This is an optimization exercise on Yosys and OpenROAD, whose aim is small area, not a production implementation.
Function was checked by simulation only, so behaviour that the tests miss may differ from the original.
No activity file was given, so power comes from the tool's default toggle rates.

==> flow/design.v <==
package line_window_pkg;
    parameter int PIX_W = 8;
    parameter int DEF_ROW_W = 256;
    parameter int DEF_COL_H = 256;
    parameter int DEF_ROWS  = 3;
    typedef logic [PIX_W-1:0] pix_t;
    typedef struct packed {
        logic line;
        logic frame;
        pix_t pix;
    } pix_in_t;
endpackage
`timescale 1ns/1ps
module sync_tracker (
    input  logic                    i_clk,
    input  logic                    i_rst_n,
    input  line_window_pkg::pix_in_t i_stream,
    output line_window_pkg::pix_t   o_pix,         
    output logic                    o_act,         
    output logic                    o_frame,       
    output logic                    o_start,       
    output logic                    o_start_d,     
    output logic                    o_end,         
    output logic [1:0]              o_slot,        
    output logic                    o_close,       
    output logic                    o_part         
);
    logic       in_act;
    logic [6:0] r_grp;
    assign in_act = i_stream.line & i_stream.frame;
    always_ff @(posedge i_clk or negedge i_rst_n) begin
        if (!i_rst_n) begin
            o_act     <= 1'b0;
            o_frame   <= 1'b0;
            o_start_d <= 1'b0;
        end else begin
            o_start_d <= o_start;
            o_act   <= in_act;
            o_frame <= i_stream.frame;
        end
    end
    always_ff @(posedge i_clk) begin
        o_pix <= i_stream.pix;
    end
    assign o_start = in_act & ~o_act;
    assign o_end   = ~in_act & o_act;
    always_ff @(posedge i_clk or negedge i_rst_n) begin
        if (!i_rst_n) begin
            o_slot <= 2'd0;
            r_grp  <= 7'd0;
        end else if (!i_stream.frame) begin
            o_slot <= 2'd0;
            r_grp  <= 7'd0;
        end else if (o_end) begin
            o_slot <= o_slot[1] ? 2'd0 : o_slot + 2'd1;
            if (o_slot[1]) r_grp <= r_grp + 7'd1;
        end
    end
    assign o_part  = r_grp[6] & r_grp[4] & r_grp[2] & r_grp[0];
    assign o_close = o_slot[1] | o_part;
endmodule
`timescale 1ns/1ps
module line_write_ctrl #(
    parameter int ROW_W = line_window_pkg::DEF_ROW_W
) (
    input  logic                     i_clk,
    input  logic                     i_act,
    input  logic                     i_start,
    input  logic                     i_start_d,
    input  logic [1:0]               i_slot,
    input  logic                     i_close,
    input  logic                     i_busy,     
    output logic [1:0]               o_we,
    output logic [1:0]               o_mark,
    output logic                     o_hold
);
    assign o_we[0]   = i_act & (i_slot == 2'd0);
    assign o_we[1]   = i_act & (i_slot == 2'd1);
    assign o_mark[0] = i_start_d & (i_slot == 2'd0);
    assign o_mark[1] = i_start_d & (i_slot == 2'd1);
    assign o_hold    = i_busy | (i_start & i_close);
endmodule
`timescale 1ns/1ps
module line_ram #(
    parameter int ROW_W = line_window_pkg::DEF_ROW_W,
    parameter int STEP  = 8
) (
    input  logic                     i_clk,
    input  logic                     i_we,       
    input  line_window_pkg::pix_t    i_wdata,
    input  logic                     i_mark,     
    input  logic                     i_hold,     
    output line_window_pkg::pix_t    o_rdata
);
    localparam int ADDR_W = $clog2(ROW_W);
    localparam int STEP_W = $clog2(STEP);
    localparam int TAPS   = ROW_W / STEP;
    line_window_pkg::pix_t ring [ROW_W];
    line_window_pkg::pix_t dly [STEP];
    logic [ADDR_W-1:0]        pos;
    logic [ADDR_W-STEP_W-1:0] tsel;
    logic [STEP_W-1:0]        dsel;
    assign tsel = pos[ADDR_W-1:STEP_W];
    assign dsel = pos[STEP_W-1:0];
    always_ff @(posedge i_clk) begin
        ring[0] <= i_we ? i_wdata : ring[ROW_W-1];
        for (int i = 1; i < ROW_W; i++) begin
            ring[i] <= ring[i-1];
        end
    end
    always_ff @(posedge i_clk) begin
        if (i_mark) pos <= ADDR_W'(3);
        else if (!i_hold) pos <= pos + 1'b1;
    end
    always_comb begin
        dly[0] = '0;
        for (int c = 0; c < TAPS; c++) begin
            dly[0] = dly[0] | (ring[STEP*c] & {line_window_pkg::PIX_W{tsel == (ADDR_W-STEP_W)'(c)}});
        end
    end
    always_ff @(posedge i_clk) begin
        for (int j = 1; j < STEP; j++) begin
            dly[j] <= dly[j-1];
        end
    end
    always_comb begin
        o_rdata = '0;
        for (int j = 0; j < STEP; j++) begin
            o_rdata = o_rdata | (dly[j] & {line_window_pkg::PIX_W{dsel == STEP_W'(j)}});
        end
    end
endmodule
`timescale 1ns/1ps
module row_assembler (
    input  logic                    i_clk,
    input  logic                    i_rst_n,
    input  line_window_pkg::pix_t   i_pix,
    input  logic                    i_frame,
    input  logic                    i_start,
    input  logic                    i_end,
    input  logic                    i_close,
    input  logic                    i_part,
    input  line_window_pkg::pix_t   i_row0,
    input  line_window_pkg::pix_t   i_row1,
    output logic [23:0]             o_win,
    output logic                    o_win_valid,
    output logic                    o_partial,
    output logic                    o_frame,
    output logic                    o_busy
);
    localparam line_window_pkg::pix_t PAD = 8'h01;    
    logic                  r_rd, r_v1, r_v2, r_rp, r_p1, r_p2, r_frame_d1;
    line_window_pkg::pix_t r_pix_d1, r_pix_d2, r_a, r_b, r_c;
    always_ff @(posedge i_clk or negedge i_rst_n) begin
        if (!i_rst_n) begin
            r_rd        <= 1'b0;
            r_rp        <= 1'b0;
            r_v1        <= 1'b0;
            r_v2        <= 1'b0;
            r_p1        <= 1'b0;
            r_p2        <= 1'b0;
            o_win_valid <= 1'b0;
            o_partial   <= 1'b0;
            r_frame_d1  <= 1'b0;
            o_frame     <= 1'b0;
        end else begin
            if (i_end) begin
                r_rd <= 1'b0;
                r_rp <= 1'b0;
            end else if (i_start && i_close) begin
                r_rd <= 1'b1;
                r_rp <= i_part;
            end
            r_v1        <= r_rd;
            r_v2        <= r_v1;
            o_win_valid <= r_v2;
            r_p1        <= r_rp;
            r_p2        <= r_p1;
            o_partial   <= r_p2;
            r_frame_d1  <= i_frame;
            o_frame     <= r_frame_d1;
        end
    end
    always_ff @(posedge i_clk) begin
        r_pix_d1 <= i_pix;
        r_pix_d2 <= r_pix_d1;
        r_a      <= i_row0;
        r_b      <= i_row1;
        r_c      <= r_pix_d2;
    end
    assign o_busy = r_rd | r_v1 | r_v2;
    assign o_win = !o_win_valid ? '0 :
                   o_partial    ? {r_c, PAD, PAD} : {r_a, r_b, r_c};
endmodule
`timescale 1ns/1ps
module line_window_top #(
    parameter int ROW_W = line_window_pkg::DEF_ROW_W,
    parameter int COL_H = line_window_pkg::DEF_COL_H,
    parameter int ROWS  = line_window_pkg::DEF_ROWS
) (
    input  logic                  i_clk,
    input  logic                  i_rst_n,
    input  line_window_pkg::pix_in_t               i_stream,
    output logic [line_window_pkg::PIX_W*ROWS-1:0] o_win,
    output logic                  o_win_valid,
    output logic                  o_partial,
    output logic                  o_frame
);
    localparam int ADDR_W = $clog2(ROW_W);
    line_window_pkg::pix_t pix;
    logic                  act, frame, start, start_d, row_end, close, part, busy, hold;
    logic [1:0]            slot, we, mark;
    line_window_pkg::pix_t rdata [2];
    sync_tracker u_sync_tracker (
        .i_clk    (i_clk),
        .i_rst_n  (i_rst_n),
        .i_stream (i_stream),
        .o_pix    (pix),
        .o_act    (act),
        .o_frame  (frame),
        .o_start  (start),
        .o_start_d(start_d),
        .o_end    (row_end),
        .o_slot   (slot),
        .o_close  (close),
        .o_part   (part)
    );
    line_write_ctrl #(
        .ROW_W (ROW_W)
    ) u_line_write_ctrl (
        .i_clk   (i_clk),
        .i_act   (act),
        .i_start (start),
        .i_start_d(start_d),
        .i_slot  (slot),
        .i_close (close),
        .i_busy  (busy),
        .o_we    (we),
        .o_mark  (mark),
        .o_hold  (hold)
    );
    for (genvar k = 0; k < ROWS - 1; k++) begin : g_line_ram
        line_ram #(
            .ROW_W (ROW_W)
        ) u_line_ram (
            .i_clk   (i_clk),
            .i_we    (we[k]),
            .i_wdata (pix),
            .i_mark  (mark[k]),
            .i_hold  (hold),
            .o_rdata (rdata[k])
        );
    end
    row_assembler u_row_assembler (
        .i_clk       (i_clk),
        .i_rst_n     (i_rst_n),
        .i_pix       (pix),
        .i_frame     (frame),
        .i_start     (start),
        .i_end       (row_end),
        .i_close     (close),
        .i_part      (part),
        .i_row0      (rdata[0]),
        .i_row1      (rdata[1]),
        .o_win       (o_win),
        .o_win_valid (o_win_valid),
        .o_partial   (o_partial),
        .o_frame     (o_frame),
        .o_busy      (busy)
    );
endmodule
clock: 5.0 ns
lec_check: 0
cap_margin: 20
core_margin: 2
core_utilization: 65
cts_buf_list: sky130_fd_sc_hd__clkbuf_8
cts_cluster_diameter: 45
cts_cluster_size: 20
slew_margin: 20
standard.sh (not shown) runs the stock make flow with config.mk's settings and CLKGATE_MAP_FILE= SYNTH_SCRIPT=/design/flow/synth_recipe.tcl, a recipe that flattens the netlist after the stock synthesis.
==> flow/flow/run.sh <==
#!/bin/bash
# The standard layout (the standard.sh, unchanged synthesis and steps), with the
# clock tree built without dummy balancing loads. Each make step keeps its own logs under
# orfs/logs/; the whole make output goes to standard.log here.
set -euo pipefail
CTS="-sink_clustering_enable -repair_clock_nets -buf_list sky130_fd_sc_hd__clkbuf_8"
CTS="$CTS -sink_clustering_size 20 -sink_clustering_max_diameter 45 -dont_use_dummy_load -tree_buf sky130_fd_sc_hd__clkbuf_4"
bash standard.sh "CTS_ARGS=$CTS" finish > standard.log 2>&1
Next try:
--- a/flow/flow/run.sh
+++ b/flow/flow/run.sh
@@ -5,4 +5,4 @@
 set -euo pipefail
 CTS="-sink_clustering_enable -repair_clock_nets -buf_list sky130_fd_sc_hd__clkbuf_8"
-CTS="$CTS -sink_clustering_size 20 -sink_clustering_max_diameter 45 -dont_use_dummy_load -tree_buf sky130_fd_sc_hd__clkbuf_4"
+CTS="$CTS -sink_clustering_size 20 -sink_clustering_max_diameter 50 -dont_use_dummy_load"
 bash standard.sh "CTS_ARGS=$CTS" finish > standard.log 2>&1
--- a/flow/config.mk
+++ b/flow/config.mk
@@ -8,7 +8,7 @@
 export CAP_MARGIN = 20
 export CORE_MARGIN = 2
-export CORE_UTILIZATION = 65
+export CORE_UTILIZATION = 55
 export CTS_BUF_LIST = sky130_fd_sc_hd__clkbuf_8
-export CTS_CLUSTER_DIAMETER = 45
+export CTS_CLUSTER_DIAMETER = 50
 export CTS_CLUSTER_SIZE = 20
 export SLEW_MARGIN = 20
Effect:
- The changed run produced a clean layout
- final area is higher slightly
- die area is higher by about a fifth
- critical path depth is higher by 1
- clock-buffer cell count is lower by 4
Next try:
--- a/flow/flow/run.sh
+++ b/flow/flow/run.sh
@@ -5,4 +5,4 @@
 set -euo pipefail
 CTS="-sink_clustering_enable -repair_clock_nets -buf_list sky130_fd_sc_hd__clkbuf_8"
-CTS="$CTS -sink_clustering_size 20 -sink_clustering_max_diameter 50 -dont_use_dummy_load"
+CTS="$CTS -sink_clustering_size 20 -sink_clustering_max_diameter 60 -dont_use_dummy_load -tree_buf sky130_fd_sc_hd__clkbuf_4"
 bash standard.sh "CTS_ARGS=$CTS" finish > standard.log 2>&1
--- a/flow/config.mk
+++ b/flow/config.mk
@@ -8,7 +8,7 @@
 export CAP_MARGIN = 20
 export CORE_MARGIN = 2
-export CORE_UTILIZATION = 55
+export CORE_UTILIZATION = 65
 export CTS_BUF_LIST = sky130_fd_sc_hd__clkbuf_8
-export CTS_CLUSTER_DIAMETER = 50
+export CTS_CLUSTER_DIAMETER = 60
 export CTS_CLUSTER_SIZE = 20
 export SLEW_MARGIN = 20
Outcome: The new run completed without violations; cell count drops by 4.7%; wire length drops by 2.0%; via count drops by 0.59%; first-iteration DRC count climbs by about 10%; clock power drops by about 10%.
Next try:
==> flow/flow/run.sh (replaced) <==
#!/bin/bash
# The standard layout (the standard.sh, unchanged synthesis and steps), with the
# clock tree built without dummy balancing loads and the port buffers made from the
# smallest buffer cell. Each make step keeps its own logs under orfs/logs/; the whole
# make output goes to standard.log here.
set -euo pipefail
CTS="-sink_clustering_enable -repair_clock_nets -buf_list sky130_fd_sc_hd__clkbuf_8"
CTS="$CTS -sink_clustering_size 20 -sink_clustering_max_diameter 60 -dont_use_dummy_load -tree_buf sky130_fd_sc_hd__clkbuf_4"
bash standard.sh "CTS_ARGS=$CTS" "BUFFER_PORTS_ARGS=-buffer_cell sky130_fd_sc_hd__buf_1" finish > standard.log 2>&1
Result: First-iteration DRC count drops by 14%. Worst setup slack is better by 0.41 ns. Cell count stays flat. Design area hardly moves. Total power stays flat. Synthesized cell count is unchanged.
Next try:
==> flow/flow/run.sh (replaced) <==
#!/bin/bash
# The standard layout (the standard.sh, unchanged synthesis and steps), with the
# clock tree built without dummy balancing loads. Each make step keeps its own logs under
# orfs/logs/; the whole make output goes to standard.log here.
set -euo pipefail
CTS="-sink_clustering_enable -repair_clock_nets -buf_list sky130_fd_sc_hd__clkbuf_8"
CTS="$CTS -sink_clustering_size 20 -sink_clustering_max_diameter 45 -dont_use_dummy_load"
bash standard.sh "CTS_ARGS=$CTS" finish > standard.log 2>&1
--- a/flow/config.mk
+++ b/flow/config.mk
@@ -10,5 +10,5 @@
 export CORE_UTILIZATION = 65
 export CTS_BUF_LIST = sky130_fd_sc_hd__clkbuf_8
-export CTS_CLUSTER_DIAMETER = 60
+export CTS_CLUSTER_DIAMETER = 45
 export CTS_CLUSTER_SIZE = 20
 export SLEW_MARGIN = 20
Outcome: The new run passed the timing, design-rule and antenna checks. First-iteration DRC count goes up by 12%. Setup slack degrades by 0.42 ns. Die area stays the same. Hold slack improves by 0.17 ns. Wire length goes down by 2.5%. Utilization goes up by 0.62 points. Critical path depth goes up by 1. Power goes up by 2.8%. Cell area goes up by 0.90%. Count of clock-buffer cells in the layout goes up by 44.


Setup of job 893:
line_window_top, a different RTL version from the one above (not shown whole).
For scale: roughly 5900 cells after synthesis.
Design line_window_top, start of the top module:
module line_window_top #(
    parameter int ROW_W = line_window_pkg::DEF_ROW_W,
    parameter int COL_H = line_window_pkg::DEF_COL_H,
    parameter int ROWS  = line_window_pkg::DEF_ROWS
) (
    input  logic                  i_clk,
    input  logic                  i_rst_n,
    input  line_window_pkg::pix_in_t               i_stream,
    output logic [line_window_pkg::PIX_W*ROWS-1:0] o_win,
    output logic                  o_win_valid,
    output logic                  o_partial,
    output logic                  o_frame
);
    localparam int ADDR_W = $clog2(ROW_W);
    line_window_pkg::pix_t pix;
    logic                  act, frame, start, row_end, close, part;
    logic [1:0]            slot, we, mark;
    logic [ADDR_W-1:0]     pos [2];
    logic [ADDR_W-3:0]     tsel [2];
    logic [1:0]            dsel [2];
    line_window_pkg::pix_t rdata [2];
    sync_tracker u_sync_tracker (
        .i_clk    (i_clk),
        .i_rst_n  (i_rst_n),
        .i_stream (i_stream),
        .o_pix    (pix),
        .o_act    (act),
        .o_frame  (frame),
        .o_start  (start),
        .o_end    (row_end),
        .o_slot   (slot),
        .o_close  (close),
        .o_part   (part)
    );
    line_write_ctrl #(
        .ROW_W (ROW_W)
    ) u_line_write_ctrl (
        .i_clk   (i_clk),
        .i_act   (act),
        .i_start (start),
        .i_slot  (slot),
        .o_we    (we),
  ...
clock: 5.0 ns
lec_check: 0
cap_margin: 20
core_margin: 2
core_utilization: 60
cts_buf_list: sky130_fd_sc_hd__clkbuf_8
slew_margin: 20
run.sh (not shown) runs the stock make flow with config.mk's settings and CLKGATE_MAP_FILE= SYNTH_SCRIPT=/design/flow/synth_recipe.tcl, a recipe that flattens the netlist after the stock synthesis.
Stock flow here: none of the scripts above is used.
Setup changes, job 893 to job 8306
Settings: CTS_CLUSTER_DIAMETER newly set to 50; CORE_UTILIZATION changed from 60 to 55; CTS_CLUSTER_SIZE newly set to 20.
Findings:
- Job 8306: PASS, flow complete, no timing, DRC or antenna violations
- Max-slew violation total from the final report: job 8306 vs job 893 identical
- [compare] base=job 893 new=job 8306: relative contribution of the clock network to total power decreased by 12 points relative to the old numbers; final total power shows a reduction of 17%; proportion of cell area occupied by multi-input gates rose by 0.59 points; final area dropped about 6%.
- Per the comparison of job 8306 with job 893, global-route usage went down by 1.8 points, setup slack went up by 0.12 ns.
Inputs modified between job 8306 and job 8960:
Settings: CTS_CLUSTER_SIZE: 20 -> unset; CTS_BUF_LIST: sky130_fd_sc_hd__clkbuf_8 -> sky130_fd_sc_hd__clkbuf_4 sky130_fd_sc_hd__clkbuf_8; CTS_CLUSTER_DIAMETER: 50 -> unset; CORE_UTILIZATION: 55 -> 70.
Results
Compared with job 8306, job 8960 shows total power that has gone up by more than 10%.
Job 8960 vs. job 8306: final instance area increased 6200 um^2; number of ordinary and repair buffers in the finished layout decreased about 22%.

==> re-timing with driven ports <==
Ports are ideal in the flow. The routed layouts listed here were re-timed in OpenROAD. Step 1 (the two cells are an assumption about what drives the block):
set clk [get_ports {i_clk}]
set_driving_cell -lib_cell sky130_fd_sc_hd__clkbuf_16 $clk
set_driving_cell -lib_cell sky130_fd_sc_hd__buf_2 [delete_from_list [all_inputs] $clk]
Step 2 moves the port delays by t, midway between the first and last clock arrival at a register: inputs arrive t later, outputs are due t later. That takes back most of the time a late clock gives input paths. a / b / c = ideal ports / drivers / drivers and shift; a / b = the first two.
run | t, ns | slack for setup (ns) | worst setup path after step 2 | latest minus earliest clock arrival (ns) | slew at the worst register clock pin (ns)
the first run of note 1 | 1.005 | 0.485 / 0.410 / 1.182 | input to register | 0.082 / 0.082 | 0.11 / 0.11
the second run of note 1 | 1.022 | 0.780 / 0.701 / 1.328 | input to register | 0.110 / 0.111 | 0.12 / 0.12
the third run of note 1 | 1.065 | 0.459 / 0.384 / 1.144 | input to register | 0.140 / 0.140 | 0.12 / 0.12
the fourth run of note 1 | 1.043 | 0.871 / 0.797 / 1.639 | input to register | 0.171 / 0.171 | 0.12 / 0.12
the fifth run of note 1 | 1.020 | 0.448 / 0.372 / 1.165 | input to register | 0.081 / 0.081 | 0.11 / 0.11
job 893 | 1.129 | 0.350 / 0.350 / -0.218 | input to register | 0.109 / 0.109 | 0.07 / 0.07
job 8306 | 1.103 | 0.466 / 0.496 / -0.583 | input to register | 0.062 / 0.061 | 0.12 / 0.12
job 8960 | 1.118 | 0.328 / 0.328 / -0.179 | input to register | 0.087 / 0.087 | 0.08 / 0.08
Met with ideal ports but missed after step 2: setup timing in job 893, job 8306 and job 8960. The setup slack of job 8306, which loses most, moves by +0.030 ns with the drivers and by -1.049 ns with both steps.
